Source: an optimization exercise on an open RTL-to-GDS flow (aim: small area, a short achievable clock period and few clock cycles per item). Production flows keep margins and buffers that such runs may drop. RTL that was checked went through simulation tests only; none was proved equivalent to the original. No functional check of the RTL was part of runs 1 and 2. No activity file was given, so power comes from the tool's default toggle rates.

**config.mk**
```make
export PLATFORM = sky130hd
export DESIGN_NAME = signed_integer_to_custom_radix_digits
export DESIGN_NICKNAME = signed_integer_to_custom_radix_digits
export VERILOG_FILES = /design/flow/design.v
export SDC_FILE = /design/flow/constraint.sdc
export NUM_CORES = 4
export LEC_CHECK = 0
export CAP_MARGIN = 20
export CORE_MARGIN = 2
export CORE_UTILIZATION = 40
export SLEW_MARGIN = 20
export SYNTH_HIERARCHICAL = 1
export SYNTH_MINIMUM_KEEP_SIZE = 0
```
**constraint.sdc**
```tcl
create_clock -name core_clock -period 12.0 [get_ports {clk}]
set_input_delay 2.4000 -clock core_clock [delete_from_list [all_inputs] [get_ports {clk}]]
set_output_delay 2.4000 -clock core_clock [all_outputs]
set_load 0.01 [all_outputs]
```
**flow/run.sh**
```bash
#!/bin/bash
set -euo pipefail
export SETUP_SLACK_MARGIN=8
bash standard.sh > standard.log 2>&1
```
**standard.sh**
```bash
#!/bin/bash
# synth_recipe.tcl (not shown) runs the flow's synth.tcl, then flattens the netlist and writes it again
# the make line also repeats each setting of config.mk as NAME=value (left out here)
make -C /OpenROAD-flow-scripts/flow DESIGN_CONFIG=/design/flow/config.mk WORK_HOME=/design/flow/orfs CLKGATE_MAP_FILE= SYNTH_SCRIPT=/design/flow/synth_recipe.tcl "${@:-finish}"
```
**design.v**
```verilog
`default_nettype none
package sirc_pkg;
	localparam int CHAR_W  = 8;
	localparam int CFG_W   = 64;
	localparam int IN_W    = 32;
	localparam int K       = 2;
	localparam int NCH     = IN_W / K;
	localparam int CI_W    = $clog2(NCH);
	localparam int ND      = 14;
	localparam int NDI_W   = 4;
	localparam logic [CHAR_W-1:0] NUL_CHAR   = 8'd0;
	localparam logic [CHAR_W-1:0] PLUS_CHAR  = 8'd43;
	localparam logic [CHAR_W-1:0] MINUS_CHAR = 8'd45;
endpackage
`default_nettype wire
`default_nettype none
import sirc_pkg::*;
module sirc_chunksel (
	input  wire logic [sirc_pkg::IN_W-1:0] mag,
	input  wire logic                      first,
	input  wire logic [sirc_pkg::CI_W-1:0] idx,
	output logic [sirc_pkg::K-1:0]         top_chunk,
	output logic [sirc_pkg::K-1:0]         chunk_next,
	output logic [sirc_pkg::CI_W-1:0]      idx_next,
	output logic                           last_step
);
	logic [NCH-1:0]  cnz;
	logic [NCH-1:0]  coh;
	logic [CI_W-1:0] top_c;
	always_comb begin
		for (int c = 0; c < NCH; c++)
			cnz[c] = |mag[c*K +: K];
		for (int c = 0; c < NCH; c++) begin
			coh[c] = cnz[c];
			for (int u = c + 1; u < NCH; u++)
				if (cnz[u])
					coh[c] = 1'b0;
		end
		top_c     = '0;
		top_chunk = '0;
		for (int c = 0; c < NCH; c++) begin
			if (coh[c])
				top_c = top_c | CI_W'(c);
			top_chunk = top_chunk | (coh[c] ? mag[c*K +: K] : '0);
		end
		idx_next   = (first ? top_c : idx) - 1'b1;
		chunk_next = mag[idx_next*K +: K];
		last_step  = first ? (mag[IN_W-1:K] == '0) : (idx == '0);
	end
endmodule
`default_nettype wire
`default_nettype none
import sirc_pkg::*;
module sirc_mag (
	input  wire logic [sirc_pkg::IN_W-1:0] v,
	output logic [sirc_pkg::IN_W-1:0]      m
);
	logic [IN_W-1:0] pfx [6];
	always_comb begin
		pfx[0] = v;
		for (int l = 0; l < 5; l++)
			for (int i = 0; i < IN_W; i++)
				pfx[l+1][i] = (i >= (1 << l)) ? (pfx[l][i] | pfx[l][i - (1 << l)]) : pfx[l][i];
		m = v ^ ({IN_W{v[IN_W-1]}} & {pfx[5][IN_W-2:0], 1'b0});
	end
endmodule
module sirc_cfgdec (
	input  wire logic [4:0] radix,
	output logic [3:0]      tt,
	output logic [3:0]      ttm1,
	output logic            odd,
	output logic            m2,
	output logic            m3,
	output logic            m4
);
	logic [4:0] rp;
	always_comb begin
		case (radix)
			5'd2, 5'd4: rp = 5'd16;
			5'd3:       rp = 5'd9;
			default:    rp = radix;
		endcase
		tt   = rp[4:1] + {3'd0, rp[0]};
		ttm1 = rp[4:1] + {3'd0, rp[0]} - 4'd1;
		odd  = rp[0];
		m2   = (radix == 5'd2);
		m3   = (radix == 5'd3);
		m4   = (radix == 5'd4);
	end
endmodule
`default_nettype wire
`default_nettype none
import sirc_pkg::*;
module sirc_ddrow (
	input  wire logic [4*sirc_pkg::ND-1:0] d,
	input  wire logic                      c0,
	input  wire logic [3:0]                tt,
	input  wire logic [3:0]                ttm1,
	input  wire logic                      odd,
	output logic [4*sirc_pkg::ND-1:0]      dn
);
	logic [3:0] dg [ND];
	logic [2:0] df [ND];
	logic [2:0] q1 [ND];
	logic       g0 [ND];
	logic       p0 [ND];
	logic       gg [5][ND];
	logic       pp [5][ND];
	logic       cy [ND+1];
	for (genvar j = 0; j < ND; j++) begin : g_cell
		assign dg[j] = d[4*j +: 4];
		sirc_ddcell u_cell (
			.d    (dg[j]),
			.tt   (tt),
			.ttm1 (ttm1),
			.odd  (odd),
			.g    (g0[j]),
			.p    (p0[j]),
			.df   (df[j]),
			.q1   (q1[j])
		);
	end
	always_comb begin
		for (int j = 0; j < ND; j++) begin
			gg[0][j] = g0[j];
			pp[0][j] = p0[j];
		end
		for (int l = 0; l < 4; l++) begin
			for (int j = 0; j < ND; j++) begin
				if (j >= (1 << l)) begin
					gg[l+1][j] = gg[l][j] || (pp[l][j] && gg[l][j - (1 << l)]);
					pp[l+1][j] = pp[l][j] && pp[l][j - (1 << l)];
				end else begin
					gg[l+1][j] = gg[l][j];
					pp[l+1][j] = pp[l][j];
				end
			end
		end
		cy[0] = c0;
		for (int j = 0; j < ND; j++)
			cy[j+1] = gg[4][j] || (pp[4][j] && c0);
		for (int j = 0; j < ND; j++) begin
			if (!cy[j+1])
				dn[4*j +: 4] = {dg[j][2:0], cy[j]};
			else if (odd && cy[j])
				dn[4*j +: 4] = {q1[j], 1'b0};
			else
				dn[4*j +: 4] = {df[j], cy[j] ^ odd};
		end
	end
endmodule
module sirc_ddcell (
	input  wire logic [3:0] d,
	input  wire logic [3:0] tt,
	input  wire logic [3:0] ttm1,
	input  wire logic       odd,
	output logic            g,
	output logic            p,
	output logic [2:0]      df,
	output logic [2:0]      q1
);
	assign g  = (d[3] & !tt[3]) | (!(d[3] ^ tt[3]) & ((d[2] & !tt[2]) | (!(d[2] ^ tt[2]) &
	            ((d[1] & !tt[1]) | (!(d[1] ^ tt[1]) & (d[0] | !tt[0]))))));
	assign df = d[2:0] - tt[2:0];
	assign p  = odd && !g && (df == 3'd7);
	assign q1 = df + 3'd1;
endmodule
module sirc_emtop (
	input  wire logic [4*sirc_pkg::ND-1:0] e,
	input  wire logic                      m2,
	input  wire logic                      m3,
	input  wire logic                      m4,
	output logic [sirc_pkg::ND-1:0]        oh,
	output logic [1:0]                     s_start
);
	logic [ND-1:0] nz;
	logic [3:0]    dtop;
	always_comb begin
		for (int j = 0; j < ND; j++)
			nz[j] = |e[4*j +: 4];
		for (int j = 0; j < ND; j++) begin
			oh[j] = (j == 0) || nz[j];
			for (int k = j + 1; k < ND; k++)
				if (nz[k])
					oh[j] = 1'b0;
		end
		dtop = '0;
		for (int j = 0; j < ND; j++)
			dtop = dtop | (oh[j] ? e[4*j +: 4] : 4'd0);
		if (m2)
			s_start = dtop[3] ? 2'd3 : dtop[2] ? 2'd2 : dtop[1] ? 2'd1 : 2'd0;
		else if (m3)
			s_start = {1'b0, dtop[3] | dtop[2] | (dtop[1] & dtop[0])};
		else if (m4)
			s_start = {1'b0, dtop[3] | dtop[2]};
		else
			s_start = 2'd0;
	end
endmodule
module sirc_emsel (
	input  wire logic [4*sirc_pkg::ND-1:0] e,
	input  wire logic [sirc_pkg::ND-1:0]   oh,
	input  wire logic [1:0]                s,
	input  wire logic                      m2,
	input  wire logic                      m3,
	input  wire logic                      m4,
	output logic [3:0]                     sub,
	output logic                           is_last
);
	logic [3:0] dsel;
	logic [1:0] s3;
	always_comb begin
		dsel = '0;
		for (int j = 0; j < ND; j++)
			dsel = dsel | (oh[j] ? e[4*j +: 4] : 4'd0);
		case (dsel)
			4'd0: s3 = 2'd0;
			4'd1: s3 = s[0] ? 2'd0 : 2'd1;
			4'd2: s3 = s[0] ? 2'd0 : 2'd2;
			4'd3: s3 = s[0] ? 2'd1 : 2'd0;
			4'd4: s3 = 2'd1;
			4'd5: s3 = s[0] ? 2'd1 : 2'd2;
			4'd6: s3 = s[0] ? 2'd2 : 2'd0;
			4'd7: s3 = s[0] ? 2'd2 : 2'd1;
			4'd8: s3 = 2'd2;
			default: s3 = 2'd0;
		endcase
		if (m2)
			sub = {3'd0, dsel[s]};
		else if (m4)
			sub = {2'd0, s[0] ? dsel[3:2] : dsel[1:0]};
		else if (m3)
			sub = {2'd0, s3};
		else
			sub = dsel;
		is_last = oh[0] && (s == 2'd0);
	end
endmodule
module sirc_charsel (
	input  wire logic [127:0] chars,
	input  wire logic [3:0]   idx,
	output logic [7:0]        c
);
	assign c = chars[8*idx +: 8];
endmodule
module sirc_check (
	input  wire logic [127:0] chars,
	input  wire logic [7:0]   c,
	input  wire logic [4:0]   i,
	input  wire logic [4:0]   radix,
	output logic              bad
);
	always_comb begin
		bad = (c == NUL_CHAR) || (c == PLUS_CHAR) || (c == MINUS_CHAR);
		for (int j = 1; j < 16; j++)
			if (5'(j) >= i && 5'(j) < radix && c == chars[8*j +: 8])
				bad = 1'b1;
	end
endmodule
`default_nettype wire
`default_nettype none
import sirc_pkg::*;
module signed_integer_to_custom_radix_digits (
	input  wire logic                             clk,
	input  wire logic                             arst_n,
	input  wire logic                             push,
	output logic                                  full,
	input  wire logic signed [sirc_pkg::IN_W-1:0] value,
	output logic                                  empty,
	input  wire logic                             pop,
	output logic [sirc_pkg::CHAR_W-1:0]           character,
	output logic                                  last,
	input  wire logic                             cfg_we,
	input  wire logic [1:0]                       cfg_index,
	input  wire logic [sirc_pkg::CFG_W-1:0]       cfg_data
);
	logic [CFG_W-1:0] lo_q;
	logic [CFG_W-1:0] hi_q;
	logic [4:0]       radix_q;
	logic             wlo_q;     
	logic             whi_q;     
	logic [3:0]       tt_q;
	logic [3:0]       ttm1_q;
	logic             odd_q;
	logic             m2_q;
	logic             m3_q;
	logic             m4_q;
	logic [3:0]       wr_tt;
	logic [3:0]       wr_ttm1;
	logic             wr_odd;
	logic             wr_m2;
	logic             wr_m3;
	logic             wr_m4;
	sirc_cfgdec u_cfgdec (
		.radix (cfg_data[4:0]),
		.tt    (wr_tt),
		.ttm1  (wr_ttm1),
		.odd   (wr_odd),
		.m2    (wr_m2),
		.m3    (wr_m3),
		.m4    (wr_m4)
	);
	always_ff @(posedge clk or negedge arst_n) begin
		if (!arst_n) begin
			radix_q <= '0;
			wlo_q   <= 1'b0;
			whi_q   <= 1'b0;
		end else if (cfg_we) begin
			case (cfg_index)
				2'd0: wlo_q <= 1'b1;
				2'd1: whi_q <= 1'b1;
				2'd2: radix_q <= cfg_data[4:0];
				default: ;
			endcase
		end
	end
	always_ff @(posedge clk) begin
		if (cfg_we && cfg_index == 2'd0)
			lo_q <= cfg_data;
		if (cfg_we && cfg_index == 2'd1)
			hi_q <= cfg_data;
		if (cfg_we && cfg_index == 2'd2) begin
			tt_q   <= wr_tt;
			ttm1_q <= wr_ttm1;
			odd_q  <= wr_odd;
			m2_q   <= wr_m2;
			m3_q   <= wr_m3;
			m4_q   <= wr_m4;
		end
	end
	logic       ck_act_q;
	logic       ck_v_q;
	logic       ck_bad_q;
	logic [4:0] ck_i_q;
	logic       ck_ld;
	logic       ck_pend;
	logic       bad_now;
	logic       cfg_hit;
	logic       ok;
	logic [7:0] ochar_q;
	assign cfg_hit = cfg_we && (cfg_index != 2'd3);
	assign ck_ld   = ck_act_q && (ck_i_q < radix_q) && !ck_i_q[4];
	assign ck_pend = ck_act_q || ck_v_q;
	sirc_check u_check (
		.chars ({hi_q, lo_q}),
		.c     (ochar_q),
		.i     (ck_i_q),
		.radix (radix_q),
		.bad   (bad_now)
	);
	always_ff @(posedge clk or negedge arst_n) begin
		if (!arst_n) begin
			ck_act_q <= 1'b0;
			ck_v_q   <= 1'b0;
			ck_bad_q <= 1'b0;
			ck_i_q   <= '0;
		end else if (cfg_hit) begin
			ck_act_q <= 1'b1;
			ck_v_q   <= 1'b0;
			ck_bad_q <= 1'b0;
			ck_i_q   <= '0;
		end else begin
			if (ck_v_q && bad_now)
				ck_bad_q <= 1'b1;
			ck_v_q <= ck_ld;
			if (ck_ld)
				ck_i_q <= ck_i_q + 5'd1;
			else
				ck_act_q <= 1'b0;
		end
	end
	assign ok = (radix_q >= 5'd2) && (radix_q <= 5'd16) && !ck_bad_q && wlo_q &&
	            (whi_q || radix_q <= 5'd8);
	logic             c_busy_q;
	logic             c_first_q;
	logic             c_neg_q;
	logic [IN_W-1:0]  mag_q;
	logic [IN_W-1:0]  magv;
	logic [CI_W-1:0]  c_idx_q;
	logic [CI_W-1:0]  idx_next;
	logic [4*ND-1:0]  d_q;
	logic [4*ND-1:0]  dd [K+1];
	logic [K-1:0]     chunk;
	logic [K-1:0]     top_chunk;
	logic [K-1:0]     chunk_next;
	logic [K-1:0]     c_chunk_q;
	logic             last_step;
	logic             step;
	logic             take;
	logic             final_go;
	logic             e_v_q;
	sirc_mag u_mag (
		.v (value),
		.m (magv)
	);
	sirc_chunksel u_chunksel (
		.mag        (mag_q),
		.first      (c_first_q),
		.idx        (c_idx_q),
		.top_chunk  (top_chunk),
		.chunk_next (chunk_next),
		.idx_next   (idx_next),
		.last_step  (last_step)
	);
	assign chunk = c_first_q ? top_chunk : c_chunk_q;
	assign dd[0] = d_q;
	for (genvar r = 0; r < K; r++) begin : g_row
		sirc_ddrow u_row (
			.d    (dd[r]),
			.c0   (chunk[K-1-r]),
			.tt   (tt_q),
			.ttm1 (ttm1_q),
			.odd  (odd_q),
			.dn   (dd[r+1])
		);
	end
	assign full     = c_busy_q && !(c_idx_q == '0 && !c_first_q && !ck_pend && !e_v_q);
	assign take     = push && !full;
	assign step     = c_busy_q && !last_step;
	assign final_go = c_busy_q && last_step && !ck_pend && !e_v_q;
	always_ff @(posedge clk or negedge arst_n) begin
		if (!arst_n) begin
			c_busy_q <= 1'b0;
		end else if (cfg_hit) begin
			c_busy_q <= 1'b0;
		end else if (take) begin
			c_busy_q <= 1'b1;
		end else if (final_go) begin
			c_busy_q <= 1'b0;
		end
	end
	always_ff @(posedge clk) begin
		if (take) begin
			mag_q     <= magv;
			c_neg_q   <= value[IN_W-1];
			c_first_q <= 1'b1;
			d_q       <= '0;
		end else if (step) begin
			d_q       <= dd[K];
			c_idx_q   <= idx_next;
			c_chunk_q <= chunk_next;
			c_first_q <= 1'b0;
		end
	end
	logic             e_rdy_q;
	logic             e_sign_q;
	logic [ND-1:0]    e_oh_q;
	logic [1:0]       e_sub_q;
	logic [4*ND-1:0]  e_q;
	logic             ovld_q;
	logic             olast_q;
	logic [ND-1:0]    oh_top;
	logic [1:0]       s_start;
	logic [1:0]       s_full;
	logic [3:0]       sub;
	logic [3:0]       cidx;
	logic [7:0]       cm;
	logic             is_last;
	logic             ld_ok;
	logic             emit_sign;
	logic             emit_dig;
	sirc_emtop u_emtop (
		.e       (e_q),
		.m2      (m2_q),
		.m3      (m3_q),
		.m4      (m4_q),
		.oh      (oh_top),
		.s_start (s_start)
	);
	sirc_emsel u_emsel (
		.e       (e_q),
		.oh      (e_oh_q),
		.s       (e_sub_q),
		.m2      (m2_q),
		.m3      (m3_q),
		.m4      (m4_q),
		.sub     (sub),
		.is_last (is_last)
	);
	sirc_charsel u_charsel (
		.chars ({hi_q, lo_q}),
		.idx   (cidx),
		.c     (cm)
	);
	assign s_full    = m2_q ? 2'd3 : (m3_q || m4_q) ? 2'd1 : 2'd0;
	assign cidx      = ck_act_q ? ck_i_q[3:0] : sub;
	assign ld_ok     = !ovld_q || pop;
	assign emit_sign = e_v_q && e_sign_q && ld_ok && !ck_pend;
	assign emit_dig  = e_v_q && e_rdy_q && !e_sign_q && ld_ok && !ck_pend;
	always_ff @(posedge clk or negedge arst_n) begin
		if (!arst_n) begin
			e_v_q  <= 1'b0;
			ovld_q <= 1'b0;
		end else begin
			if (emit_sign || emit_dig)
				ovld_q <= 1'b1;
			else if (pop)
				ovld_q <= 1'b0;
			if (final_go && ok && !cfg_hit)
				e_v_q <= 1'b1;
			else if (emit_dig && is_last)
				e_v_q <= 1'b0;
		end
	end
	always_ff @(posedge clk) begin
		if (ck_ld)
			ochar_q <= cm;
		if (emit_sign) begin
			ochar_q  <= MINUS_CHAR;
			olast_q  <= 1'b0;
			e_sign_q <= 1'b0;
		end
		if (emit_dig) begin
			ochar_q <= cm;
			olast_q <= is_last;
			if (e_sub_q != 2'd0) begin
				e_sub_q <= e_sub_q - 2'd1;
			end else begin
				e_sub_q <= s_full;
				e_oh_q  <= e_oh_q >> 1;
			end
		end
		if (!e_rdy_q) begin
			e_oh_q  <= oh_top;
			e_sub_q <= s_start;
			e_rdy_q <= 1'b1;
		end
		if (final_go) begin
			e_q      <= dd[K];
			e_sign_q <= c_neg_q;
			e_rdy_q  <= 1'b0;
		end
	end
	assign empty     = !ovld_q;
	assign character = ochar_q;
	assign last      = olast_q;
endmodule
`default_nettype wire
```
==> out/results.txt, run 1 <==
Buffers on Ports: 113
Kind of critical path: reg -> reg
Final Hold Viols: 0
Layout cells sized above 1: 27.64%
Slew HR: 36.70%
HP Start: d_q[15]
Global-route wire length before repair: 111.5 mm
Initial antenna violation count: 0
Starting Density: 40.53%
Worst Reg2Reg Path Length in Cells: 34
CP max stage delay: 0.52 ns
Maximum clock frequency: 0.1466 GHz
Largest net degree at the start of global routing: 66
Slew Limit Fails: 0
Worst Max-Slew Pin Slew: 0.9495 ns
Maxcap violations: 0
Number of global-route vias before repair: 18610
GP Congestion: 0.8952
Total Neg Setup Slack: 0 ns
Row count: 89
Gr ovfl total: 0
Reg clk slew, reported paths: 0.05 ns
Mapped cell area: 23920 sq um
# diodes: 0
CTS Hold Buffers Added: 0
Peak fanout along the critical path: 5
WP data required: 12.44 ns
Area Growth Syn to Fin: 25.90%
Drt wl/cell: 22.26 um
Hold Crit Class: reg -> reg
Final Util: 51.02%
Worst EP arrival: 7.26 ns
ANT nets after route: 0
Routed vias/inst: 5.695
# IOs: 114
Outcome: no timing/DRC/antenna violations
Core Footprint: 59020 sq um
Reg-to-reg endpoint: d_q[53]
Startpoint types: register
Clk Latency, worst-skew pair: 0.59 ns
WHS Endpoint: d_q[15]
HPWL Detailed: 49.71 mm
Synthesized net count: 2528
Fin nets: 2782
Worst Skew: 0.03246 ns
Worst r2r src: tt_q[0]
Min Tclk post-route: 6.820 ns
Die area: 61770 sq um
Hold Path Depth: 2
Period utilization: 56.83%
Die W: 248.5 um
VDD IR max: 0.0001400 V
Remaining DRCs: 0
Worst-case clock buffer depth: 3
RSZ-0062 raised after global routing: true
Mean Syn Cell Area: 10.77 sq um
Power per cell area: 232.6 nW/um^2
Yosys warnings: 29
Sink Count: 333
Setup violators final: 0
Clock root cell: clkbuf_16
TritonCTS clock tree: yes
Iteration count of the initial detailed-routing pass: 7
LEAKAGE: 11.72 nW
Via count: 18678
Die Span Y: 248.5 um
R2R setup slack: 5.18 ns
Total CTS buffers: 40
1st-iter DRT viols: 1634
Slowest CP cell: fa_1
Total global-route track usage: 22.81%
H-tree depth: 2
Crit path capture type: register
Post-Syn Instances: 2221
Total Routed Length: 73.00 mm
==> worst max path at each step <==
| stage | from | to | slack [ns] | cells past startpoint |
|---|---|---|---|---|
| finish | tt_q[0] | d_q[53] | 5.18 | 34 |
| global route | tt_q[0] | d_q[54] | 5.02 | 35 |
| CTS | tt_q[0] | d_q[46] | 5.33 | 32 |
| detailed placement | tt_q[0] | d_q[53] | 3.82 | 31 |
| global placement | tt_q[0] | d_q[55] | 3.93 | 31 |
| floorplan | tt_q[0] | e_q[53] | 4.94 | 27 |
==> where the power goes <==
group          internal [mW]  switching, mW
registers               1.46          0.147
clock network          0.839          0.538
logic                   1.84           2.18
total                   4.14           2.87
==> cell usage in the layout (no fill, tap or decap), drive strengths merged, types with 9 or more instances in the layout <==
cell type	count
xnor2	91
a21o	38
nor4	42
clkdlybuf4s50	108
nor2	109
clkinv	11
o41ai	14
dfxtp	58
inv	221
clkbuf	52
nand4	30
nor3b	9
bufinv	9
o31ai	14
fa	56
a21oi	157
buf	172
nor3	33
mux2	109
nand2b	20
o211ai	9
a31oi	10
xor2	63
nand3	20
mux4	36
a221oi	9
o21ai	72
edfxtp	257
ha	148
mux2i	60
a211oi	18
dfrtp	18
a22oi	40
and2	20
nand2	253
or4	11
==> critical path: cells and delay by family, from the launching register on <==
| kind | cells | cell delay (ns) |
|---|---|---|
| mux | 4 | 1.11 |
| simple gates | 6 | 0.65 |
| buf+inv | 7 | 0.73 |
| flops | 1 | 0.40 |
| fa+ha+maj | 9 | 2.57 |
| compound gates | 8 | 1.23 |
==> stage by stage <==
step	power [mW]	setup WS [ns]	area, sq um	instances	hold slack (ns)
6_report	7.005	5.180	30110	3280	0.4624
5_1_grt	7.416	5.020	30110	3280	0.4860
2_1_floorplan	3.900	4.935	24230	2221	0.4387
4_1_cts	6.695	5.329	29320	3232	0.4685
3_5_place_dp	4.694	3.822	25920	3048	0.4575
3_3_place_gp	4.611	3.933	25920	3048	0.4460
==> layer usage <==
metal,up-vias,track usage [%],wire length [um]
met5,-,0,0
met4,0,5.595,1780
met3,126,3.360,4652
met2,673,36.71,33990
met1,9277,32.28,32580
li1,8602,-,-
==> state kept, by name, summed over array words and instances (netlist names), 2 cells and up <==
signal     cells
radix_q        5
e_sub_q        2
c_chunk_q      2
lo_q          64
d_q           56
c_idx_q        4
ck_i_q         5
hi_q          64
ochar_q        8
tt_q           4
e_q           56
e_oh_q        14
mag_q         32
==> repair_timing <==
action,4_1_cts,5_1_grt
pin swaps,63,36
resized for setup,267,94
setup endpoints to repair,149,137
gates cloned,3,3
setup buffers,107,45
==> final cells by class <==
class	instances	area, sq um
clock buffer	52	1076
timing repair buffer	286	2816
tap	773	967.2
sequential	333	9333
fill	5167	28910
multi-input combinational	1595	14680
clock inverter	22	410.4
inverter	219	829.5
==> run 2: changes to the inputs <==
--- a/design.v
+++ b/design.v
@@ -3,7 +3,7 @@
 	localparam int CHAR_W  = 8;
 	localparam int CFG_W   = 64;
 	localparam int IN_W    = 32;
-	localparam int K       = 2;
+	localparam int K       = 1;
 	localparam int NCH     = IN_W / K;
 	localparam int CI_W    = $clog2(NCH);
 	localparam int ND      = 14;
==> run 2 against run 1 <==
Clock-buffer cell count up 2. Still clean. Final area down 16%. Highest routed layer unchanged. Largest power group unchanged. Cell count down 17%.
==> out/results.txt, run 2 <==
Total CTS buffers: 38 (-5.0%)
Crit path capture type: register
Most common cell after layout, fill and taps aside: edfxtp_1
Worst Path Buf+Inv: 5 (-2)
Hold Crit Class: reg -> reg
Worst Skew: 0.03142 ns (-0.001045 ns)
Die W: 230.7 um (-7.2%)
Post-Syn Instances: 1824 (-18%)
1st-iter DRT viols: 1357 (-17%)
Startpoint types: register
Synthesized net count: 2033 (-20%)
Multi-input gate area: 11080 sq um (-25%)
Layout cells sized above 1: 21.12% (-6.5 points)
Peak fanout along the critical path: 3 (-2)
Most frequent cells in the layout: edfxtp_1, nand2_1, inv_1
Period utilization: 34.29% (-23 points)
Initial antenna violation count: 0 (unchanged)
Biggest regs: hi_q x64, lo_q x64
Mapped cell area: 20560 sq um (-14%)
Worst EP arrival: 4.41 ns (-2.85 ns)
H-tree depth: 2 (unchanged)
Worst-case clock buffer depth: 3 (unchanged)
Area Growth Syn to Fin: 22.59%
CTS Hold Buffers Added: 0 (unchanged)
Number of global-route vias before repair: 15277 (-18%)
Largest net degree at the start of global routing: 66 (unchanged)
Cell repeated most along the worst path: buf_6
Internal power: 2.917 mW (-30%)
Psw: 1.584 mW (-45%)
Total Neg Setup Slack: 0 ns (unchanged)
Total Routed Length: 58.40 mm (-20%)
Reg clk slew, reported paths: 0.06 ns (about the same)
Die area: 53240 sq um (-14%)
Slew HR: 35.90% (-0.80 points)
Starting Density: 40.25% (-0.28 points)
Drt wl/cell: 21.35 um (-4.1%)
Fin nets: 2235 (-20%)
Clock share of power: 26.0% (+6.3 points)
Outcome: no timing/DRC/antenna violations
Fillers: 4584 (-11%)
Slew Limit Fails: 0 (unchanged)
Remaining DRCs: 0 (unchanged)
Combinational cell fraction of total power: 40.1% (-17 points)
ANT nets after route: 0 (unchanged)
Routed vias/inst: 5.743 (+0.84%)
Worst Max-Slew Pin Slew: 0.9616 ns (+0.01206 ns)
Total global-route track usage: 21.35% (-1.5 points)
Gr ovfl total: 0 (unchanged)
WP data required: 12.29 ns (-0.15 ns)
# IOs: 114 (unchanged)
Power per cell area: 178.6 nW/um^2 (-23%)
Global-route wire length before repair: 88.71 mm (-20%)
Register area: 9334 sq um (about the same)
HPWL Detailed: 39.68 mm (-20%)
Maxcap violations: 0 (unchanged)
Slowest CP cell: edfxtp_1
CP delay by family, top: simple AND/OR/NAND/NOR gates
GP Congestion: 0.9223 (+3.0%)
RSZ-0062 raised after global routing: true
TritonCTS clock tree: yes
Kind of critical path: reg -> reg
Die Span Y: 230.7 um (-7.2%)
Buffers on Ports: 113 (unchanged)
Sink Count: 333 (unchanged)
Sw Ratio: 35.19% (-5.7 points)
Maximum clock frequency: 0.2430 GHz (+66%)
Setup violators final: 0 (unchanged)
Min Tclk post-route: 4.115 ns (-2.705 ns)
Clock root cell: clkbuf_16
Iteration count of the initial detailed-routing pass: 6 (-1)
Core Footprint: 51090 sq um (-13%)
Mean Syn Cell Area: 11.27 sq um (+4.7%)
CP max stage delay: 0.42 ns (-0.10 ns)
Clk Latency, worst-skew pair: 0.57 ns (-0.02 ns)
Via count: 15706 (-16%)
LEAKAGE: 9.290 nW (-21%)
Row count: 83 (-6.7%)
Final Hold Viols: 0 (unchanged)
Final Util: 49.34% (-1.7 points)
Yosys warnings: 29 (unchanged)
VDD IR max: 0.00008531 V (-39%)
Sequential power share: 33.9% (+11 points)
# diodes: 0 (unchanged)
Crit-path cells: nor4_4 > nand4_1 > or2_4 > buf_6 > or3b_4 > nand4_1 > a311oi_2 > nand2_1 > mux2_4 > a21oi_4 > inv_2 > nand4_4 > nand3_4 > buf_6 > buf_6 > a311o_2 > buf_6 > ha_4 > mux2_4 > mux2_4
==> run 2: cell count changes in the layout (fill, tap and decap cells not counted), sizes merged, moves of 12 or more <==
cell / change
inv: -97
ha: -70
mux2: -55
nand2: -53
buf: -50
a21oi: -39
fa: -28
mux2i: -21
nor2: -19
o21ai: -17
a21o: -12
==> run 2: final timing paths <==
| check | start | end | slack, ns | depth (start not counted) |
|---|---|---|---|---|
| hold / removal | d_q[7] | d_q[7] | 0.46 | 2 |
| min in group asynchronous | arst_n | radix_q[3] | 2.36 | 1 |
| max in group asynchronous | arst_n | ck_act_q | 8.98 | 1 |
| hold reg to reg | d_q[7] | d_q[7] | 0.46 | 2 |
| setup reg to reg | mag_q[27] | e_q[51] | 7.89 | 20 |
| setup / recovery | mag_q[27] | e_q[51] | 7.89 | 20 |
==> run 2: cell type report <==
class | count | area share, %
Timing Repair Buffer | 235 | 8.909
Clock inverter | 15 | 0.6849
Inverter | 123 | 1.846
Clock buffer | 54 | 4.209
Sequential cell | 333 | 37.02
Multi-Input combinational cell | 1295 | 43.95
Tap cell | 680 | 3.375
==> run 2: through the flow <==
stage / cell area (sq um) / total power [mW] / hold slack [ns] / cells / worst slack, ns
floorplan: 20680 / 2.663 / 0.4375 / 1824 / 7.498
finish: 25210 / 4.502 / 0.4585 / 2735 / 7.885
global route: 25210 / 4.734 / 0.4870 / 2735 / 7.722
global placement: 22220 / 3.005 / 0.4459 / 2551 / 6.997
detailed placement: 22220 / 3.041 / 0.4531 / 2551 / 6.875
CTS: 24410 / 4.379 / 0.4612 / 2688 / 7.901
==> run 2: power by group through the flow <==
stage          clock (mW)  combinational, mW  sequential (mW)
2_1_floorplan           0               1.16             1.50
3_3_place_gp            0               1.36             1.65
3_5_place_dp            0               1.39             1.65
4_1_cts              1.20               1.66             1.52
5_1_grt              1.24               1.96             1.54
6_report             1.17               1.80             1.53
==> run 2: worst min-delay path: stages (launching register included) <==
cell,delay (ns)
dfxtp_1,0.31
nand2_1,0.05
a21oi_1,0.05
==> run 2: repair_timing <==
| item | in CTS | in global routing |
|---|---|---|
| pin swaps | 28 | 35 |
| buffers inserted | 66 | 47 |
| setup endpoints to repair | 148 | 113 |
| resized for setup | 77 | 98 |
| cloned | 2 | 0 |
==> run 2: metal layers <==
metal	share of wire, %	track usage, %	vias to the layer above
met5	0	0	-
met4	2.5	6.008	0
met3	5.5	2.693	121
met2	47	34.95	541
met1	45	29.81	7838
li1	-	-	7206
==> run 3: changes to the inputs <==
--- a/design.v
+++ b/design.v
@@ -243,20 +243,6 @@
 );
 	assign c = chars[8*idx +: 8];
 endmodule
-module sirc_check (
-	input  wire logic [127:0] chars,
-	input  wire logic [7:0]   c,
-	input  wire logic [4:0]   i,
-	input  wire logic [4:0]   radix,
-	output logic              bad
-);
-	always_comb begin
-		bad = (c == NUL_CHAR) || (c == PLUS_CHAR) || (c == MINUS_CHAR);
-		for (int j = 1; j < 16; j++)
-			if (5'(j) >= i && 5'(j) < radix && c == chars[8*j +: 8])
-				bad = 1'b1;
-	end
-endmodule
 `default_nettype wire
 `default_nettype none
 import sirc_pkg::*;
@@ -329,44 +315,59 @@
 		end
 	end
 	logic       ck_act_q;
+	logic       ck_ph_q;
 	logic       ck_v_q;
 	logic       ck_bad_q;
 	logic [4:0] ck_i_q;
-	logic       ck_ld;
+	logic [4:0] ck_j_q;
+	logic       ck_ldi;
+	logic       ck_ldj;
 	logic       ck_pend;
 	logic       bad_now;
 	logic       cfg_hit;
 	logic       ok;
 	logic [7:0] ochar_q;
+	logic [7:0] cm;
+	logic [7:0] ck_ci;
 	assign cfg_hit = cfg_we && (cfg_index != 2'd3);
-	assign ck_ld   = ck_act_q && (ck_i_q < radix_q) && !ck_i_q[4];
+	assign ck_ldi  = ck_act_q && !ck_ph_q && (ck_i_q < radix_q) && !ck_i_q[4];
+	assign ck_ldj  = ck_act_q && ck_ph_q && (ck_j_q < radix_q) && !ck_j_q[4];
 	assign ck_pend = ck_act_q || ck_v_q;
-	sirc_check u_check (
-		.chars ({hi_q, lo_q}),
-		.c     (ochar_q),
-		.i     (ck_i_q),
-		.radix (radix_q),
-		.bad   (bad_now)
-	);
+	assign bad_now = (ck_ph_q && ((ck_ci == NUL_CHAR) || (ck_ci == PLUS_CHAR) || (ck_ci == MINUS_CHAR))) ||
+	                 (ck_v_q && (ochar_q == ck_ci));
 	always_ff @(posedge clk or negedge arst_n) begin
 		if (!arst_n) begin
 			ck_act_q <= 1'b0;
+			ck_ph_q  <= 1'b0;
 			ck_v_q   <= 1'b0;
 			ck_bad_q <= 1'b0;
 			ck_i_q   <= '0;
+			ck_j_q   <= '0;
 		end else if (cfg_hit) begin
 			ck_act_q <= 1'b1;
+			ck_ph_q  <= 1'b0;
 			ck_v_q   <= 1'b0;
 			ck_bad_q <= 1'b0;
 			ck_i_q   <= '0;
 		end else begin
-			if (ck_v_q && bad_now)
+			if (bad_now)
 				ck_bad_q <= 1'b1;
-			ck_v_q <= ck_ld;
-			if (ck_ld)
-				ck_i_q <= ck_i_q + 5'd1;
-			else
-				ck_act_q <= 1'b0;
+			ck_v_q <= ck_ldj;
+			if (ck_act_q && !ck_ph_q) begin
+				if (ck_ldi) begin
+					ck_ph_q <= 1'b1;
+					ck_j_q  <= ck_i_q + 5'd1;
+				end else begin
+					ck_act_q <= 1'b0;
+				end
+			end else if (ck_act_q) begin
+				if ((ck_j_q + 5'd1) >= radix_q || ck_j_q[4] || ck_j_q == 5'd15) begin
+					ck_ph_q <= 1'b0;
+					ck_i_q  <= ck_i_q + 5'd1;
+				end else begin
+					ck_j_q <= ck_j_q + 5'd1;
+				end
+			end
 		end
 	end
 	assign ok = (radix_q >= 5'd2) && (radix_q <= 5'd16) && !ck_bad_q && wlo_q &&
@@ -402,7 +403,7 @@
 		.idx_next   (idx_next),
 		.last_step  (last_step)
 	);
-	assign chunk = c_first_q ? top_chunk : c_chunk_q;
+	assign chunk = (K == 1) ? c_chunk_q : c_first_q ? top_chunk : c_chunk_q;
 	assign dd[0] = d_q;
 	for (genvar r = 0; r < K; r++) begin : g_row
 		sirc_ddrow u_row (
@@ -434,6 +435,7 @@
 			mag_q     <= magv;
 			c_neg_q   <= value[IN_W-1];
 			c_first_q <= 1'b1;
+			c_chunk_q <= K'(|value);
 			d_q       <= '0;
 		end else if (step) begin
 			d_q       <= dd[K];
@@ -454,7 +456,6 @@
 	logic [1:0]       s_full;
 	logic [3:0]       sub;
 	logic [3:0]       cidx;
-	logic [7:0]       cm;
 	logic             is_last;
 	logic             ld_ok;
 	logic             emit_sign;
@@ -482,8 +483,9 @@
 		.idx   (cidx),
 		.c     (cm)
 	);
+	assign ck_ci     = e_q[7:0];
 	assign s_full    = m2_q ? 2'd3 : (m3_q || m4_q) ? 2'd1 : 2'd0;
-	assign cidx      = ck_act_q ? ck_i_q[3:0] : sub;
+	assign cidx      = !ck_act_q ? sub : ck_ph_q ? ck_j_q[3:0] : ck_i_q[3:0];
 	assign ld_ok     = !ovld_q || pop;
 	assign emit_sign = e_v_q && e_sign_q && ld_ok && !ck_pend;
 	assign emit_dig  = e_v_q && e_rdy_q && !e_sign_q && ld_ok && !ck_pend;
@@ -503,7 +505,7 @@
 		end
 	end
 	always_ff @(posedge clk) begin
-		if (ck_ld)
+		if (ck_ldj)
 			ochar_q <= cm;
 		if (emit_sign) begin
 			ochar_q  <= MINUS_CHAR;
@@ -525,6 +527,8 @@
 			e_sub_q <= s_start;
 			e_rdy_q <= 1'b1;
 		end
+		if (ck_ldi)
+			e_q[7:0] <= cm;
 		if (final_go) begin
 			e_q      <= dd[K];
 			e_sign_q <= c_neg_q;
==> run 3 against run 2 <==
Die area decreased by 5.2%. Fmax about the same. Synthesized cell count decreased by 13%. Register-to-register slack improved by 0.02 ns. Flip-flop and latch count up 6. Via count fell by 10%. Sequential share of layout area is 2.1 points higher. Worst hold slack improved by 0.019 ns. Final area shrank 3.8%. Clock-buffer cell count decreased by 7. Critical endpoint is now full.
==> out/results.txt, run 3 <==
CTS Hold Buffers Added: 0 (unchanged)
Worst Setup EP: full
Total Neg Setup Slack: 0 ns (unchanged)
Maximum clock frequency: 0.2432 GHz (about the same)
H-tree depth: 2 (unchanged)
Register area: 9484 sq um (+1.6%)
Global-route wire length before repair: 79.58 mm (-10%)
Starting Density: 40.63% (+0.38 points)
Final Util: 50.56% (+1.2 points)
Setup violators final: 0 (unchanged)
Slew Limit Fails: 0 (unchanged)
Remaining DRCs: 0 (unchanged)
WP data required: 9.60 ns (-2.69 ns)
Worst EP arrival: 1.71 ns (-2.70 ns)
Peak fanout along the critical path: 3 (unchanged)
Layout cells sized above 1: 25.48% (+4.4 points)
Clock root cell: clkbuf_16
Yosys warnings: 28 (-3.4%)
Iteration count of the initial detailed-routing pass: 6 (unchanged)
Mean Syn Cell Area: 12.29 sq um (+9.0%)
Core Footprint: 47950 sq um (-6.2%)
Min Tclk post-route: 4.112 ns (-0.002570 ns)
Sequential power share: 33.1% (-0.8 points)
Reg-to-reg endpoint: d_q[37]
GP Congestion: 0.9155 (-0.74%)
Internal power: 3.338 mW (+14%)
Sink Count: 339 (+1.8%)
Mapped cell area: 19480 sq um (-5.3%)
Maxcap violations: 0 (unchanged)
Period utilization: 34.27% (about the same)
Worst-case clock buffer depth: 3 (unchanged)
Cell repeated most along the worst path: buf_6
Worst Skew: 0.03986 ns (+0.008448 ns)
Clock share of power: 23.9% (-2.1 points)
Total Routed Length: 51.93 mm (-11%)
VDD IR max: 0.0001381 V (+62%)
Slew HR: 25.58% (-10 points)
TritonCTS clock tree: yes
Die W: 224.7 um (-2.6%)
Synthesized net count: 1806 (-11%)
Initial antenna violation count: 0 (unchanged)
Reg clk slew, reported paths: 0.06 ns (about the same)
Hold Crit Class: reg -> reg
RSZ-0062 raised after global routing: true
LEAKAGE: 9.282 nW (about the same)
Buffers on Ports: 113 (unchanged)
CP startpoint: e_v_q
CP delay by family, top: simple AND/OR/NAND/NOR gates
Power per cell area: 213.8 nW/um^2 (+20%)
Total global-route track usage: 20.12% (-1.2 points)
# IOs: 114 (unchanged)
Worst path depth: 5 (-75%)
Worst Path Buf+Inv: 2 (-3)
Combinational cell fraction of total power: 43.0% (+2.9 points)
Worst Reg2Reg Path Length in Cells: 18 (-10%)
ANT nets after route: 0 (unchanged)
Final Hold Viols: 0 (unchanged)
Overall power: 5.184 mW (+15%)
Die Span Y: 224.7 um (-2.6%)
Psw: 1.846 mW (+16%)
Most common cell after layout, fill and taps aside: edfxtp_1
Fin nets: 2023 (-9.5%)
Outcome: no timing/DRC/antenna violations
Fillers: 4072 (-11%)
Slowest CP cell: dfrtp_1
Area Growth Syn to Fin: 24.44%
Number of global-route vias before repair: 13868 (-9.2%)
HPWL Detailed: 34.97 mm (-12%)
Routed vias/inst: 5.764 (+0.38%)
Crit path capture type: output port
1st-iter DRT viols: 1317 (-2.9%)
Multi-input gate area: 10010 sq um (-9.7%)
Total CTS buffers: 40 (+5.3%)
CP max stage delay: 0.41 ns (about the same)
Most frequent cells in the layout: edfxtp_1, inv_1, clkdlybuf4s50_1
Clk Latency, worst-skew pair: 0.59 ns (+0.02 ns)
Worst r2r src: tt_q[0]
Kind of critical path: reg -> out
Worst Max-Slew Pin Slew: 1.112 ns (+0.1506 ns)
Largest net degree at the start of global routing: 66 (unchanged)
Crit-path cells: nor3_4 > buf_6 > nand3_2 > and2_4 > buf_6
Biggest regs: hi_q x64, lo_q x64
R2R setup slack: 7.91 ns (+0.02 ns)
Drt wl/cell: 21.21 um (-0.65%)
Sw Ratio: 35.60% (+0.41 points)
Row count: 80 (-3.6%)
Gr ovfl total: 0 (unchanged)
Startpoint types: register
Post-Syn Instances: 1585 (-13%)
Via count: 14111 (-10%)
# diodes: 0 (unchanged)
Die area: 50480 sq um (-5.2%)
run 3: layout make-up:
cell class                      instances  area share, %
Clock inverter                         26          1.213
Inverter                              132          2.044
Clock buffer                           47          4.361
Tap cell                              615          3.174
Multi-Input combinational cell       1068          41.30
Sequential cell                       339          39.12
Timing Repair Buffer                  221          8.790
run 3: power groups by stage:
stage | sequential, mW | clock (mW) | combinational, mW
after detailed placement | 1.75 | 0 | 1.82
after global routing | 1.74 | 1.31 | 2.44
after floorplan | 1.67 | 0 | 1.39
final | 1.72 | 1.24 | 2.23
after CTS | 1.71 | 1.26 | 2.00
after global placement | 1.74 | 0 | 1.77
run 3: layer usage:
layer	wire length [um]	up-vias	share of wire (%)	GRT usage [%]
met3	3304	91	6.4	3.344
met5	0	-	0	0
met4	1105	0	2.1	5.042
li1	-	6536	-	-
met1	23060	6999	44	27.84
met2	24460	485	47	32.98
run 3: through the flow:
| step | worst slack [ns] | instances | hold slack [ns] | instance area, sq um |
|---|---|---|---|---|
| 6_report | 7.888 | 2448 | 0.4778 | 24240 |
| 3_3_place_gp | 6.900 | 2277 | 0.4541 | 21280 |
| 5_1_grt | 7.776 | 2448 | 0.5012 | 24240 |
| 2_1_floorplan | 7.498 | 1585 | 0.4396 | 19580 |
| 4_1_cts | 7.872 | 2407 | 0.4748 | 23510 |
| 3_5_place_dp | 6.786 | 2277 | 0.4620 | 21280 |
run 3: repair_timing:
item,CTS,global route
setup buffers,55,38
pin swaps,33,47
setup endpoints to repair,134,94
gates resized for setup,107,83
gates cloned,2,3
run 3: worst min path at each step:
stage / startpoint / end / slack, ns / cells after the start
3_3_place_gp: wlo_q / wlo_q / 0.45 / 1
5_1_grt: d_q[7] / d_q[7] / 0.50 / 1
6_report: wlo_q / wlo_q / 0.48 / 1
4_1_cts: wlo_q / wlo_q / 0.47 / 1
3_5_place_dp: wlo_q / wlo_q / 0.46 / 1
2_1_floorplan: wlo_q / wlo_q / 0.44 / 1
run 3: worst register-to-register path: stages (launching register included):
cell       delay, ns
edfxtp_1        0.34
buf_6           0.13
buf_12          0.11
ha_2            0.15
inv_1           0.05
fa_2            0.34
fa_1            0.52
ha_2            0.17
nand2_1         0.09
nor2_4          0.18
a21oi_4         0.10
o21ai_4         0.24
o2111ai_4       0.22
buf_6           0.19
a21oi_4         0.18
ha_4            0.20
mux2_4          0.31
mux2_4          0.27
a22o_1          0.19
Testbench counts of run 3, summed over its fixed seeds: cycles 93,825, items 4,096.
==> run 4: changes to the inputs <==
--- a/design.v
+++ b/design.v
@@ -3,9 +3,7 @@
 	localparam int CHAR_W  = 8;
 	localparam int CFG_W   = 64;
 	localparam int IN_W    = 32;
-	localparam int K       = 1;
-	localparam int NCH     = IN_W / K;
-	localparam int CI_W    = $clog2(NCH);
+	localparam int CI_W    = $clog2(IN_W);
 	localparam int ND      = 14;
 	localparam int NDI_W   = 4;
 	localparam logic [CHAR_W-1:0] NUL_CHAR   = 8'd0;
@@ -19,33 +17,19 @@
 	input  wire logic [sirc_pkg::IN_W-1:0] mag,
 	input  wire logic                      first,
 	input  wire logic [sirc_pkg::CI_W-1:0] idx,
-	output logic [sirc_pkg::K-1:0]         top_chunk,
-	output logic [sirc_pkg::K-1:0]         chunk_next,
+	output logic                           bit_next,
 	output logic [sirc_pkg::CI_W-1:0]      idx_next,
-	output logic                           last_step
+	output logic                           hi_zero
 );
-	logic [NCH-1:0]  cnz;
-	logic [NCH-1:0]  coh;
-	logic [CI_W-1:0] top_c;
+	logic [CI_W-1:0] top;
 	always_comb begin
-		for (int c = 0; c < NCH; c++)
-			cnz[c] = |mag[c*K +: K];
-		for (int c = 0; c < NCH; c++) begin
-			coh[c] = cnz[c];
-			for (int u = c + 1; u < NCH; u++)
-				if (cnz[u])
-					coh[c] = 1'b0;
-		end
-		top_c     = '0;
-		top_chunk = '0;
-		for (int c = 0; c < NCH; c++) begin
-			if (coh[c])
-				top_c = top_c | CI_W'(c);
-			top_chunk = top_chunk | (coh[c] ? mag[c*K +: K] : '0);
-		end
-		idx_next   = (first ? top_c : idx) - 1'b1;
-		chunk_next = mag[idx_next*K +: K];
-		last_step  = first ? (mag[IN_W-1:K] == '0) : (idx == '0);
+		top = '0;
+		for (int c = 0; c < IN_W; c++)
+			if (mag[c])
+				top = CI_W'(c);
+		idx_next = (first ? top : idx) - 1'b1;
+		bit_next = mag[idx_next];
+		hi_zero  = (mag[IN_W-1:1] == '0);
 	end
 endmodule
 `default_nettype wire
@@ -71,7 +55,9 @@
 	output logic            odd,
 	output logic            m2,
 	output logic            m3,
-	output logic            m4
+	output logic            m4,
+	output logic            p16,
+	output logic            p8
 );
 	logic [4:0] rp;
 	always_comb begin
@@ -86,6 +72,8 @@
 		m2   = (radix == 5'd2);
 		m3   = (radix == 5'd3);
 		m4   = (radix == 5'd4);
+		p16  = (rp == 5'd16);
+		p8   = (radix == 5'd8);
 	end
 endmodule
 `default_nettype wire
@@ -271,12 +259,16 @@
 	logic             m2_q;
 	logic             m3_q;
 	logic             m4_q;
+	logic             p16_q;     
+	logic             p8_q;      
 	logic [3:0]       wr_tt;
 	logic [3:0]       wr_ttm1;
 	logic             wr_odd;
 	logic             wr_m2;
 	logic             wr_m3;
 	logic             wr_m4;
+	logic             wr_p16;
+	logic             wr_p8;
 	sirc_cfgdec u_cfgdec (
 		.radix (cfg_data[4:0]),
 		.tt    (wr_tt),
@@ -284,7 +276,9 @@
 		.odd   (wr_odd),
 		.m2    (wr_m2),
 		.m3    (wr_m3),
-		.m4    (wr_m4)
+		.m4    (wr_m4),
+		.p16   (wr_p16),
+		.p8    (wr_p8)
 	);
 	always_ff @(posedge clk or negedge arst_n) begin
 		if (!arst_n) begin
@@ -312,6 +306,8 @@
 			m2_q   <= wr_m2;
 			m3_q   <= wr_m3;
 			m4_q   <= wr_m4;
+			p16_q  <= wr_p16;
+			p8_q   <= wr_p8;
 		end
 	end
 	logic       ck_act_q;
@@ -375,50 +371,60 @@
 	logic             c_busy_q;
 	logic             c_first_q;
 	logic             c_neg_q;
+	logic             c_bit_q;    
 	logic [IN_W-1:0]  mag_q;
 	logic [IN_W-1:0]  magv;
 	logic [CI_W-1:0]  c_idx_q;
 	logic [CI_W-1:0]  idx_next;
+	logic             bit_next;
+	logic             hi_zero;
+	logic             pw;
 	logic [4*ND-1:0]  d_q;
-	logic [4*ND-1:0]  dd [K+1];
-	logic [K-1:0]     chunk;
-	logic [K-1:0]     top_chunk;
-	logic [K-1:0]     chunk_next;
-	logic [K-1:0]     c_chunk_q;
+	logic [4*ND-1:0]  dd;
+	logic [4*ND-1:0]  lay;
 	logic             last_step;
 	logic             step;
 	logic             take;
 	logic             final_go;
+	logic             e_free;
 	logic             e_v_q;
 	sirc_mag u_mag (
 		.v (value),
 		.m (magv)
 	);
 	sirc_chunksel u_chunksel (
-		.mag        (mag_q),
-		.first      (c_first_q),
-		.idx        (c_idx_q),
-		.top_chunk  (top_chunk),
-		.chunk_next (chunk_next),
-		.idx_next   (idx_next),
-		.last_step  (last_step)
+		.mag      (mag_q),
+		.first    (c_first_q),
+		.idx      (c_idx_q),
+		.bit_next (bit_next),
+		.idx_next (idx_next),
+		.hi_zero  (hi_zero)
 	);
-	assign chunk = (K == 1) ? c_chunk_q : c_first_q ? top_chunk : c_chunk_q;
-	assign dd[0] = d_q;
-	for (genvar r = 0; r < K; r++) begin : g_row
-		sirc_ddrow u_row (
-			.d    (dd[r]),
-			.c0   (chunk[K-1-r]),
-			.tt   (tt_q),
-			.ttm1 (ttm1_q),
-			.odd  (odd_q),
-			.dn   (dd[r+1])
-		);
-	end
-	assign full     = c_busy_q && !(c_idx_q == '0 && !c_first_q && !ck_pend && !e_v_q);
-	assign take     = push && !full;
-	assign step     = c_busy_q && !last_step;
-	assign final_go = c_busy_q && last_step && !ck_pend && !e_v_q;
+	sirc_ddrow u_row (
+		.d    (d_q),
+		.c0   (c_bit_q),
+		.tt   (tt_q),
+		.ttm1 (ttm1_q),
+		.odd  (odd_q),
+		.dn   (dd)
+	);
+	always_comb begin
+		lay = '0;
+		for (int j = 0; j < 8; j++)
+			for (int k = 0; k < 4; k++)
+				if (4*j + k + 1 < IN_W)
+					lay[4*j + k] = p16_q && mag_q[4*j + k + 1];
+		for (int j = 0; j < 11; j++)
+			for (int k = 0; k < 3; k++)
+				if (3*j + k + 1 < IN_W)
+					lay[4*j + k] = lay[4*j + k] | (p8_q && mag_q[3*j + k + 1]);
+	end
+	assign pw        = p16_q || p8_q;
+	assign last_step = c_first_q ? (!pw && hi_zero) : (c_idx_q == '0);
+	assign full      = c_busy_q && !(c_idx_q == '0 && !c_first_q && !ck_pend && !e_v_q);
+	assign take      = push && !full;
+	assign step      = c_busy_q && !last_step;
+	assign final_go  = c_busy_q && last_step && !ck_pend && e_free;
 	always_ff @(posedge clk or negedge arst_n) begin
 		if (!arst_n) begin
 			c_busy_q <= 1'b0;
@@ -435,13 +441,18 @@
 			mag_q     <= magv;
 			c_neg_q   <= value[IN_W-1];
 			c_first_q <= 1'b1;
-			c_chunk_q <= K'(|value);
+			c_bit_q   <= pw ? value[0] : |value;
 			d_q       <= '0;
 		end else if (step) begin
-			d_q       <= dd[K];
-			c_idx_q   <= idx_next;
-			c_chunk_q <= chunk_next;
 			c_first_q <= 1'b0;
+			if (c_first_q && pw) begin
+				d_q     <= lay;
+				c_idx_q <= '0;
+			end else begin
+				d_q     <= dd;
+				c_idx_q <= idx_next;
+				c_bit_q <= bit_next;
+			end
 		end
 	end
 	logic             e_rdy_q;
@@ -489,6 +500,7 @@
 	assign ld_ok     = !ovld_q || pop;
 	assign emit_sign = e_v_q && e_sign_q && ld_ok && !ck_pend;
 	assign emit_dig  = e_v_q && e_rdy_q && !e_sign_q && ld_ok && !ck_pend;
+	assign e_free    = !e_v_q || (emit_dig && is_last);
 	always_ff @(posedge clk or negedge arst_n) begin
 		if (!arst_n) begin
 			e_v_q  <= 1'b0;
@@ -530,7 +542,7 @@
 		if (ck_ldi)
 			e_q[7:0] <= cm;
 		if (final_go) begin
-			e_q      <= dd[K];
+			e_q      <= dd;
 			e_sign_q <= c_neg_q;
 			e_rdy_q  <= 1'b0;
 		end
--- a/config.mk
+++ b/config.mk
@@ -7,7 +7,8 @@
 export LEC_CHECK = 0
 export CAP_MARGIN = 20
 export CORE_MARGIN = 2
-export CORE_UTILIZATION = 40
+export CORE_UTILIZATION = 60
+export CTS_BUF_LIST = sky130_fd_sc_hd__clkbuf_4 sky130_fd_sc_hd__clkbuf_8
 export SLEW_MARGIN = 20
 export SYNTH_HIERARCHICAL = 1
 export SYNTH_MINIMUM_KEEP_SIZE = 0
==> run 4 against run 3 <==
Critical path depth up 26. Final area up 5.4%. Register-to-register slack worse by 0.57 ns. Clock skew down 0.0093 ns. Wire length up 10%. Flip-flop and latch count up 2. Area after synthesis up 3.6%. Worst hold slack worse by 0.015 ns. Clock power down 6%. Clock-buffer cell count up 23. Critical path type is now reg -> reg. Highest routed layer unchanged.
==> out/results.txt, run 4 <==
Biggest regs: hi_q x64, lo_q x64
Worst Max-Slew Pin Slew: 1.106 ns (-0.006413 ns)
Startpoint types: register
Layout cells sized above 1: 28.32% (+2.8 points)
Min Tclk post-route: 4.662 ns (+0.5499 ns)
RSZ-0062 raised after global routing: true
Initial antenna violation count: 1 (+1)
LEAKAGE: 9.752 nW (+5.1%)
Internal power: 3.145 mW (-5.8%)
Outcome: no timing/DRC/antenna violations
Fin nets: 2201 (+8.8%)
Via count: 15721 (+11%)
Power per cell area: 192.5 nW/um^2 (-10%)
CP startpoint: c_idx_q[1]
VDD IR max: 0.0001316 V (-4.7%)
Sink Count: 341 (+0.59%)
Slowest CP cell: nor4_4
CP delay by family, top: buffers and inverters
Clock root cell: clkbuf_8
Final worst slack: 7.338 ns (-0.5499 ns)
Die Span Y: 187.4 um (-17%)
Core Footprint: 33360 sq um (-30%)
Final Hold Viols: 0 (unchanged)
HP Start: wlo_q
1st-iter DRT viols: 1652 (+25%)
Sequential power share: 33.3% (+0.2 points)
Yosys warnings: 26 (-7.1%)
Cell repeated most along the worst path: buf_6
Maximum clock frequency: 0.2145 GHz (-12%)
Remaining DRCs: 0 (unchanged)
Total global-route track usage: 31.45% (+11 points)
Hold Path Depth: 1 (unchanged)
Post-Syn Instances: 1731 (+9.2%)
Worst r2r src: c_idx_q[1]
Maxcap violations: 0 (unchanged)
Global-route wire length before repair: 85.97 mm (+8.0%)
Hold Crit Class: reg -> reg
Iteration count of the initial detailed-routing pass: 5 (-1)
Most frequent cells in the layout: edfxtp_1, inv_1, nand2_1
Die area: 35110 sq um (-30%)
H-tree depth: 2 (unchanged)
Row count: 67 (-16%)
Clock share of power: 23.6% (-0.3 points)
Final instance area: 25540 sq um (+5.4%)
Number of global-route vias before repair: 15321 (+10%)
Worst-case clock buffer depth: 3 (unchanged)
Psw: 1.772 mW (-4.0%)
# diodes: 0 (unchanged)
Starting Density: 60.48% (+20 points)
Synthesized net count: 1952 (+8.1%)
Die W: 187.4 um (-17%)
Worst EP arrival: 5.04 ns (+3.33 ns)
Slew Limit Fails: 0 (unchanged)
Crit path capture type: register
Period utilization: 38.85% (+4.6 points)
Place WS: 6.600 ns (-0.1862 ns)
WP data required: 12.38 ns (+2.78 ns)
Combinational cell fraction of total power: 43.2% (+0.2 points)
Worst Skew: 0.03053 ns (-0.009331 ns)
Worst path depth: 31 (+26)
Total CTS buffers: 56 (+40%)
Drt wl/cell: 23.16 um (+9.2%)
Clk Latency, worst-skew pair: 0.67 ns (+0.08 ns)
Setup violators final: 0 (unchanged)
ANT nets after route: 0 (unchanged)
HPWL Detailed: 35.65 mm (+1.9%)
Largest net degree at the start of global routing: 69 (+4.5%)
Total Routed Length: 57.31 mm (+10%)
Total Neg Setup Slack: 0 ns (unchanged)
Mean Syn Cell Area: 11.66 sq um (-5.2%)
Placed insts: 2233 (-1.9%)
Slew HR: 26.13% (+0.55 points)
CP max stage delay: 0.50 ns (+0.09 ns)
Routed vias/inst: 6.352 (+10%)
Placed cell areas: 21710 sq um (+2.0%)
Area Growth Syn to Fin: 26.60%
Reg clk slew, reported paths: 0.06 ns (about the same)
Worst Reg2Reg Path Length in Cells: 31 (+13)
GP Congestion: 0.9246 (+0.99%)
Fillers: 2157 (-47%)
Register area: 9539 sq um (+0.58%)
Final instance count without filler cells: 2475 (+1.1%)
Kind of critical path: reg -> reg
Most common cell after layout, fill and taps aside: edfxtp_1
Sw Ratio: 36.04% (+0.44 points)
Gr ovfl total: 0 (unchanged)
TritonCTS clock tree: yes
Mapped cell area: 20180 sq um (+3.6%)
Worst Path Buf+Inv: 28 (+26)
# IOs: 114 (unchanged)
Buffers on Ports: 113 (unchanged)
Multi-input gate area: 10870 sq um (+8.6%)
Peak fanout along the critical path: 8 (+5)
==> run 4: changes by cell type in the layout (fill, tap and decap cells not counted), moves of 11 or more <==
cell and delta:
a21oi_1 +16, a221oi_1 +14, a22o_1 -35, a31oi_1 +12, buf_4 -15, buf_6 +34, clkbuf_16 -40, clkbuf_8 +57
inv_1 -11, mux2_4 +18, mux2i_1 +13, nand2_1 +16, nand3_1 +27, nor2_1 +20
==> run 4: worst paths after layout <==
| kind | end | slack [ns] |
|---|---|---|
| max in group asynchronous | wlo_q | 9.63 |
| min in group asynchronous | ck_j_q[4] | 2.12 |
| setup reg to reg | c_neg_q | 7.34 |
| hold / removal | wlo_q | 0.46 |
| hold reg to reg | wlo_q | 0.46 |
| setup / recovery | c_neg_q | 7.34 |
==> run 4: area by class of cell <==
| class | count | share of cell area (%) |
|---|---|---|
| Multi-Input combinational cell | 1197 | 42.56 |
| Sequential cell | 341 | 37.34 |
| Timing Repair Buffer | 259 | 10.98 |
| Clock buffer | 70 | 3.527 |
| Tap cell | 448 | 2.194 |
| Inverter | 122 | 1.807 |
| Clock inverter | 35 | 1.499 |
| Timing Repair inverter | 3 | 0.08817 |
==> run 4: repair_timing <==
item | in CTS | in global routing
endpoints found under the setup margin | 231 | 179
pin swaps | 25 | 63
endpoints found under the hold margin | 0 | 0
cloned | 11 | 4
hold buffers | 0 | 0
gates resized for setup | 153 | 155
setup buffers | 66 | 55
==> run 4: per-stage QoR <==
step                hold slack (ns)  power (mW)  util, %
finish                       0.4625       4.917    76.56
global route                 0.4837       5.152    76.56
CTS                          0.4592       4.542    73.02
detailed placement           0.4463       3.224    65.06
global placement             0.4432       3.155    65.06
floorplan                    0.4304       2.769        -
==> run 4: routing by layer <==
metal / track usage, % / wire length (um) / part of all wire (%) / up-vias
li1: - / - / - / 7105
met1: 42.17 / 22920 / 40 / 7727
met2: 51.66 / 27990 / 49 / 773
met3: 6.341 / 4818 / 8.4 / 116
met4: 10.36 / 1584 / 2.8 / 0
met5: 0 / 0 / 0 / -
==> run 4: power groups by stage <==
stage	clock network [mW]	logic [mW]	registers (mW)
4_1_cts	1.17	1.74	1.63
6_report	1.16	2.12	1.64
3_3_place_gp	0	1.51	1.65
5_1_grt	1.23	2.27	1.65
3_5_place_dp	0	1.57	1.65
2_1_floorplan	0	1.19	1.58
Testbench counts of run 4, summed over its fixed seeds: cycles 76,036, items 4,096.
==> run 5: changes to the inputs <==
--- a/config.mk
+++ b/config.mk
@@ -7,8 +7,7 @@
 export LEC_CHECK = 0
 export CAP_MARGIN = 20
 export CORE_MARGIN = 2
-export CORE_UTILIZATION = 60
-export CTS_BUF_LIST = sky130_fd_sc_hd__clkbuf_4 sky130_fd_sc_hd__clkbuf_8
+export CORE_UTILIZATION = 40
 export SLEW_MARGIN = 20
 export SYNTH_HIERARCHICAL = 1
 export SYNTH_MINIMUM_KEEP_SIZE = 0
==> run 5 against run 4 <==
Worst hold slack worse by 0.0055 ns. Synthesized cell count stayed put. Critical path depth is 26 lower. Clock power is 3% higher. Area after synthesis stayed put. Combinational power is 3% lower.
==> out/results.txt, run 5 <==
Outcome: no timing/DRC/antenna violations
CP max stage delay: 0.35 ns (-0.15 ns)
Worst EP arrival: 1.88 ns (-3.16 ns)
Most frequent cells in the layout: edfxtp_1, inv_1, nand2_1
Fin nets: 2143 (-2.6%)
Buffers on Ports: 113 (unchanged)
Row count: 82 (+22%)
Layout cells sized above 1: 25.26% (-3.1 points)
Biggest regs: hi_q x64, lo_q x64
Min Tclk post-route: 4.285 ns (-0.3773 ns)
Clk Latency, worst-skew pair: 0.57 ns (-0.10 ns)
# IOs: 114 (unchanged)
Die area: 52260 sq um (+49%)
Gr ovfl total: 0 (unchanged)
Place WS: 6.565 ns (-0.03499 ns)
CTS Hold Buffers Added: 0 (unchanged)
Area Growth Syn to Fin: 24.75%
Hold WS: 0.4571 ns (-0.005487 ns)
Setup violators final: 0 (unchanged)
Remaining DRCs: 0 (unchanged)
Iteration count of the initial detailed-routing pass: 5 (unchanged)
Crit path capture type: output port
Placed insts: 2458 (+10%)
Slew HR: 19.27% (-6.9 points)
Post-Syn Instances: 1731 (unchanged)
Crit-path cells: buf_12 > nor4_4 > nand4b_1 > and2_4 > buf_6
RSZ-0062 raised after global routing: true
Mapped cell area: 20180 sq um (unchanged)
Hold Crit Class: reg -> reg
Final instance count without filler cells: 2624 (+6.0%)
Startpoint types: register
ANT nets after route: 0 (unchanged)
Final worst slack: 7.715 ns (+0.3773 ns)
Starting Density: 40.38% (-20 points)
Die Span Y: 228.6 um (+22%)
Initial antenna violation count: 1 (unchanged)
Fillers: 4346 (+100%)
Worst Max-Slew Pin Slew: 1.208 ns (+0.1027 ns)
Register area: 9547 sq um (about the same)
Synthesized net count: 1952 (unchanged)
1st-iter DRT viols: 1151 (-30%)
HPWL Detailed: 37.08 mm (+4.0%)
Global-route wire length before repair: 86.19 mm (+0.25%)
Total CTS buffers: 40 (-29%)
Maxcap violations: 0 (unchanged)
Kind of critical path: reg -> out
VDD IR max: 0.0001033 V (-21%)
Worst-case clock buffer depth: 3 (unchanged)
Final Hold Viols: 0 (unchanged)
Overall power: 4.884 mW (-0.68%)
Period utilization: 35.71% (-3.1 points)
Maximum clock frequency: 0.2334 GHz (+8.8%)
GP Congestion: 0.8905 (-3.7%)
Reg clk slew, reported paths: 0.06 ns (about the same)
Routed vias/inst: 5.761 (-9.3%)
CP delay by family, top: simple AND/OR/NAND/NOR gates
Sink Count: 341 (unchanged)
Worst Path Buf+Inv: 2 (-93%)
Via count: 15118 (-3.8%)
Core Footprint: 49970 sq um (+50%)
# diodes: 0 (unchanged)
Peak fanout along the critical path: 10 (+2)
Clock root cell: clkbuf_16
Yosys warnings: 26 (unchanged)
Power per cell area: 194.0 nW/um^2 (+0.79%)
Mean Syn Cell Area: 11.66 sq um (unchanged)
Largest net degree at the start of global routing: 95 (+38%)
Total Routed Length: 55.52 mm (-3.1%)
Most common cell after layout, fill and taps aside: edfxtp_1
Drt wl/cell: 21.16 um (-8.6%)
Total global-route track usage: 20.90% (-11 points)
Die W: 228.6 um (+22%)
Slew Limit Fails: 0 (unchanged)
H-tree depth: 2 (unchanged)
TritonCTS clock tree: yes
Total Neg Setup Slack: 0 ns (unchanged)
Number of global-route vias before repair: 14923 (-2.6%)
Slowest CP cell: dfxtp_4
Multi-input gate area: 10790 sq um (-0.76%)
Worst Skew: 0.02473 ns (-0.005808 ns)
LEAKAGE: 9.495 nW (-2.6%)
WP data required: 9.60 ns (-2.78 ns)
## run 5: cell types whose count changed in the layout (fill, tap and decap cells not counted), moves of 7 or more
cell,previous run,this run
a21oi_1,69,61
buf_6,47,13
clkbuf_1,0,7
clkbuf_16,2,40
clkbuf_4,10,0
clkbuf_8,60,1
clkinv_1,12,5
dlygate4sd2_1,9,2
dlymetal6s2s_1,1,8
nand3_1,47,38
nand3_2,3,12
nor3_1,31,43
nor3_2,10,1
## run 5: final cells by class
class                           count  area share [%]
Tap cell                          672           3.340
Timing Repair Buffer              214           8.753
Clock buffer                       48           4.135
Sequential cell                   341           37.92
Clock inverter                     24           1.044
Inverter                          122           1.834
Timing Repair inverter              4          0.1093
Multi-Input combinational cell   1199           42.86
## run 5: per-stage QoR
stage          cell area, sq um  utilization [%]
6_report                  25170            50.38
2_1_floorplan             20280                -
3_3_place_gp              21990            44.02
4_1_cts                   24420            48.88
3_5_place_dp              21990            44.02
5_1_grt                   25170            50.38
## run 5: power by group
part / internal (mW) / switching [mW]
Combinational: 0.988 / 1.07
Clock: 0.697 / 0.506
Sequential: 1.47 / 0.160
## run 5: metal layers
metal,global-route usage [%],up-vias,routed length [um]
met2,33.58,499,26230
met3,2.832,100,3023
met1,29.12,7523,24740
met5,0,-,0
met4,7.108,0,1531
li1,-,6996,-
## run 5: worst reg2reg max path, cell delays in order, from the launching register on
cell and delay, ns:
edfxtp_1 0.46, buf_4 0.16, buf_8 0.12, ha_1 0.15, inv_1 0.05, fa_1 0.38
fa_1 0.53, ha_2 0.18, nand2_1 0.08, nor2_4 0.17, nor3_4 0.07, nor2_2 0.16
o2111ai_4 0.17, buf_12 0.19, o31ai_4 0.26, ha_4 0.21, mux2_4 0.30, mux2_4 0.28
nand3_2 0.07, a21oi_2 0.06
## run 5: final timing paths
| path | end | slack [ns] | start | cells past startpoint |
|---|---|---|---|---|
| max in group asynchronous | ck_act_q | 9.48 | arst_n | 2 |
| max reg2reg | d_q[49] | 7.82 | tt_q[0] | 19 |
| min in group asynchronous | ck_j_q[4] | 2.21 | arst_n | 2 |
| min reg2reg | d_q[43] | 0.46 | d_q[43] | 2 |
| min | d_q[43] | 0.46 | d_q[43] | 2 |
| max | full | 7.72 | c_first_q | 5 |
## run 5: repair_timing
| action | CTS | global route |
|---|---|---|
| gates resized for setup | 149 | 98 |
| pin swaps | 44 | 50 |
| setup buffers | 51 | 30 |
| endpoints found under the setup margin | 189 | 147 |
| gates cloned | 9 | 4 |

==> afterwards: timing with drivers on the ports <==
No port has a modelled driver above. Below, the same layouts with a new extraction and two added sets of constraints.
Step 1, drivers: a clkbuf_16 drives clk and a buf_2 each remaining input, both assumed.
Step 2 also shifts input and output timing later by t, the mid clock arrival at the registers, as if the neighbouring blocks saw the same clock.
Three values: no drivers, after step 1, after step 2; two values: the first two.
| run | t, ns | slack for setup (ns) | hold WS [ns] | clock arrival spread, ns | worst data-port slew with drivers (ns) |
|---|---|---|---|---|---|
| run 1 | 0.637 | 5.180 / 5.180 / 5.180 | 0.462 / 0.462 / 0.462 | 0.033 / 0.033 | 0.05 |
| run 2 | 0.617 | 7.885 / 7.885 / 7.485 | 0.458 / 0.458 / 0.458 | 0.034 / 0.034 | 0.12 |
| run 3 | 0.625 | 7.888 / 7.832 / 7.485 | 0.478 / 0.478 / 0.478 | 0.040 / 0.040 | 0.07 |
| run 4 | 0.704 | 7.338 / 7.338 / 7.338 | 0.463 / 0.463 / 0.463 | 0.032 / 0.032 | 0.06 |
| run 5 | 0.614 | 7.715 / 7.663 / 7.440 | 0.457 / 0.457 / 0.457 | 0.025 / 0.024 | 0.06 |
After both steps setup and hold are still met in every run listed. The setup slack of run 3, which loses most, moves by -0.056 ns with the drivers and by -0.403 ns with both steps.
